From an optimization exercise on the open Yosys and OpenROAD flow, aimed at small area; shortcuts taken in it are not production practice. In this exercise RTL edits were held to simulation tests only and were not proved equivalent to the original. The clock port is modelled as an ideal driver, which makes a skipped or thinned clock tree look cheaper than it is; a real chip needs a root buffer or a tree. Power is estimated from default activity; no workload was simulated.

job 7595:
Design lut_mult_loader, start of the top module:
module lut_mult_loader #(
    parameter int ADDR_W = DEF_ADDR_W,
    parameter int COEF_W = DEF_COEF_W,
    parameter int DATA_W = DEF_DATA_W
) (
    input  logic              clk,
    input  logic              rst,
    input  logic              start,
    input  logic [COEF_W-1:0] coef,
    output logic              busy,
    output logic              done,
    output logic              table_valid,
    input  logic [ADDR_W-1:0] rd_addr,
    output logic [DATA_W-1:0] rd_data
);
Size: roughly 200 cells after synthesis.
Settings: LEC_CHECK=0, CAP_MARGIN=0, CORE_MARGIN=2, CORE_UTILIZATION=40, GPL_TIMING_DRIVEN=0, SLEW_MARGIN=0, SYNTH_HIERARCHICAL=1; clock period 10.0 ns.
standard.sh (not shown) runs the stock make flow with config.mk's settings and CLKGATE_MAP_FILE= SYNTH_SCRIPT=/design/flow/synth_recipe.tcl, a recipe that flattens the netlist after the stock synthesis.
==> flow/flow/run.sh <==
#!/bin/bash
# Own layout flow: the standard flow, except that
#  - the port buffers buffer_ports inserts are the smallest buffer,
#    sky130_fd_sc_hd__buf_1 (every input and output port still gets one);
#  - the buffers synthesis leaves are removed at floorplan (as global
#    placement does when it is timing driven, which it is not here);
#  - clock tree synthesis adds no dummy loads, and flow/cts_collapse.tcl then
#    drives all 19 registers from the one root clock buffer.
set -euo pipefail
here=$(pwd)
bash standard.sh \
  "BUFFER_PORTS_ARGS=-buffer_cell sky130_fd_sc_hd__buf_1" \
  "CTS_ARGS=-sink_clustering_enable -repair_clock_nets -dont_use_dummy_load -sink_clustering_size 30 -sink_clustering_max_diameter 200 -buf_list sky130_fd_sc_hd__clkbuf_4" \
  "POST_CTS_TCL=$here/flow/cts_collapse.tcl" \
  REMOVE_ABC_BUFFERS=1 \
  finish > standard_make.log 2>&1
==> flow/flow/cts_collapse.tcl <==
set block [ord::get_db_block]
set root [$block findInst clkbuf_0_clk]
if { $root != "NULL" } {
  set rootnet [[$root findITerm X] getNet]
  foreach inst [$block getInsts] {
    set name [$inst getName]
    if { [string match "clkbuf_*" $name] && $name != "clkbuf_0_clk" } {
      set onet [[$inst findITerm X] getNet]
      foreach it [$onet getITerms] {
        if { [$it getInst] != $inst } {
          $it disconnect
          $it connect $rootnet
        }
      }
      puts "cts_collapse: removed $name ([[$inst getMaster] getName])"
      odb::dbInst_destroy $inst
      odb::dbNet_destroy $onet
    }
  }
  replace_cell clkbuf_0_clk sky130_fd_sc_hd__clkbuf_8
  detailed_placement
  estimate_parasitics -placement
  report_clock_skew
}
Here is what was changed in the inputs of job 3825 compared with job 7595.
- swapping 0 for 20 in SLEW_MARGIN
- swapping 0 for 20 in CAP_MARGIN
- clearing GPL_TIMING_DRIVEN, which used to be 0
==> flow/run.sh (new file) <==
#!/bin/bash
# synth_recipe.tcl (not shown) runs the flow's synth.tcl, then flattens the netlist and writes it again
# the make line also repeats each setting of config.mk as NAME=value (left out here)
make -C /OpenROAD-flow-scripts/flow DESIGN_CONFIG=/design/flow/config.mk WORK_HOME=/design/flow/orfs CLKGATE_MAP_FILE= SYNTH_SCRIPT=/design/flow/synth_recipe.tcl finish
removed: flow/flow/run.sh
removed: flow/flow/cts_collapse.tcl
removed: flow/standard.sh
### Flow results
Side by side, half-perimeter wire length after placement turned out higher in job 3825 than in job 7595.
Comparing combined global-route utilization of all metal layers for job 7595 and job 3825, the bigger number came from job 3825.
Going from job 7595 to job 3825, the number of logic stages on the critical path including buffering was found to have gone down by 1.
The following lists how job 4178 was set up differently from job 3825:
- a change of SLEW_MARGIN from 20 to 0
- a change of CAP_MARGIN from 20 to 0
- an added GPL_TIMING_DRIVEN of 0
==> flow/flow/run.sh (new file) <==
#!/bin/bash
# Own layout flow: the standard flow, except that
#  - the port buffers buffer_ports inserts are the smallest buffer,
#    sky130_fd_sc_hd__buf_1 (every input and output port still gets one);
#  - clock tree synthesis is told not to add dummy loads and to cluster all
#    sinks together, so the small clock net needs few buffers;
#  - the buffers synthesis leaves are removed at floorplan (as global
#    placement does when it is timing driven, which it is not here).
set -euo pipefail
bash standard.sh \
  "BUFFER_PORTS_ARGS=-buffer_cell sky130_fd_sc_hd__buf_1" \
  "CTS_ARGS=-sink_clustering_enable -repair_clock_nets -dont_use_dummy_load -sink_clustering_size 30 -sink_clustering_max_diameter 200 -buf_list sky130_fd_sc_hd__clkbuf_4" \
  REMOVE_ABC_BUFFERS=1 \
  finish > standard_make.log 2>&1
==> flow/standard.sh (new file) <==
#!/bin/bash
# synth_recipe.tcl (not shown) runs the flow's synth.tcl, then flattens the netlist and writes it again
# the make line also repeats each setting of config.mk as NAME=value (left out here)
make -C /OpenROAD-flow-scripts/flow DESIGN_CONFIG=/design/flow/config.mk WORK_HOME=/design/flow/orfs CLKGATE_MAP_FILE= SYNTH_SCRIPT=/design/flow/synth_recipe.tcl "${@:-finish}"
removed: flow/run.sh
==> comparison <==
- Global placement routability congestion of job 4178 falls short of that of job 3825 by a few percent.
- Delta (job 4178 minus job 3825): global-route usage has decreased, combinational share of power has decreased, share of final layout cell area taken by clock buffers and inverters has decreased, critical path depth has increased, share of the clock period used by the worst path after layout has remained practically unchanged.
- Between job 3825 and job 4178, register-to-register slack increased.
- Compare job 3825 and job 4178 | transition time at the pin with the least slew margin higher: job 3825
- Comparing job 3825 and job 4178, wire length per cell after detailed routing is higher on job 4178.

-- afterwards: timing with drivers on the ports --
How much do the figures lean on ideal ports? The routed layouts below were timed once more, with nothing changed but the port constraints. Step 1 sets driving cells, clkbuf_16 on the clock port and buf_2 on the other inputs (assumed; they add their load-dependent delay and slew). Step 2 moves the port delays by t, midway between the first and last clock arrival at a register: inputs arrive t later, outputs are due t later. That takes back most of the time a late clock gives input paths. Three values: no drivers, after step 1, after step 2; two values: the first two.
run	t (ns)	slack for setup (ns)	worst setup path at the end	clock arrival spread, ns
job 7595	0.183	0.228 / 0.204 / 0.204	input to output	0.003 / 0.003
job 3825	0.282	0.218 / 0.187 / 0.187	input to output	0.004 / 0.005
job 4178	0.313	0.226 / 0.201 / 0.201	input to output	0.001 / 0.000
After both steps every run listed still meets setup and hold. The setup slack of job 3825, which loses most, moves by -0.031 ns with the drivers and by -0.031 ns with both steps.
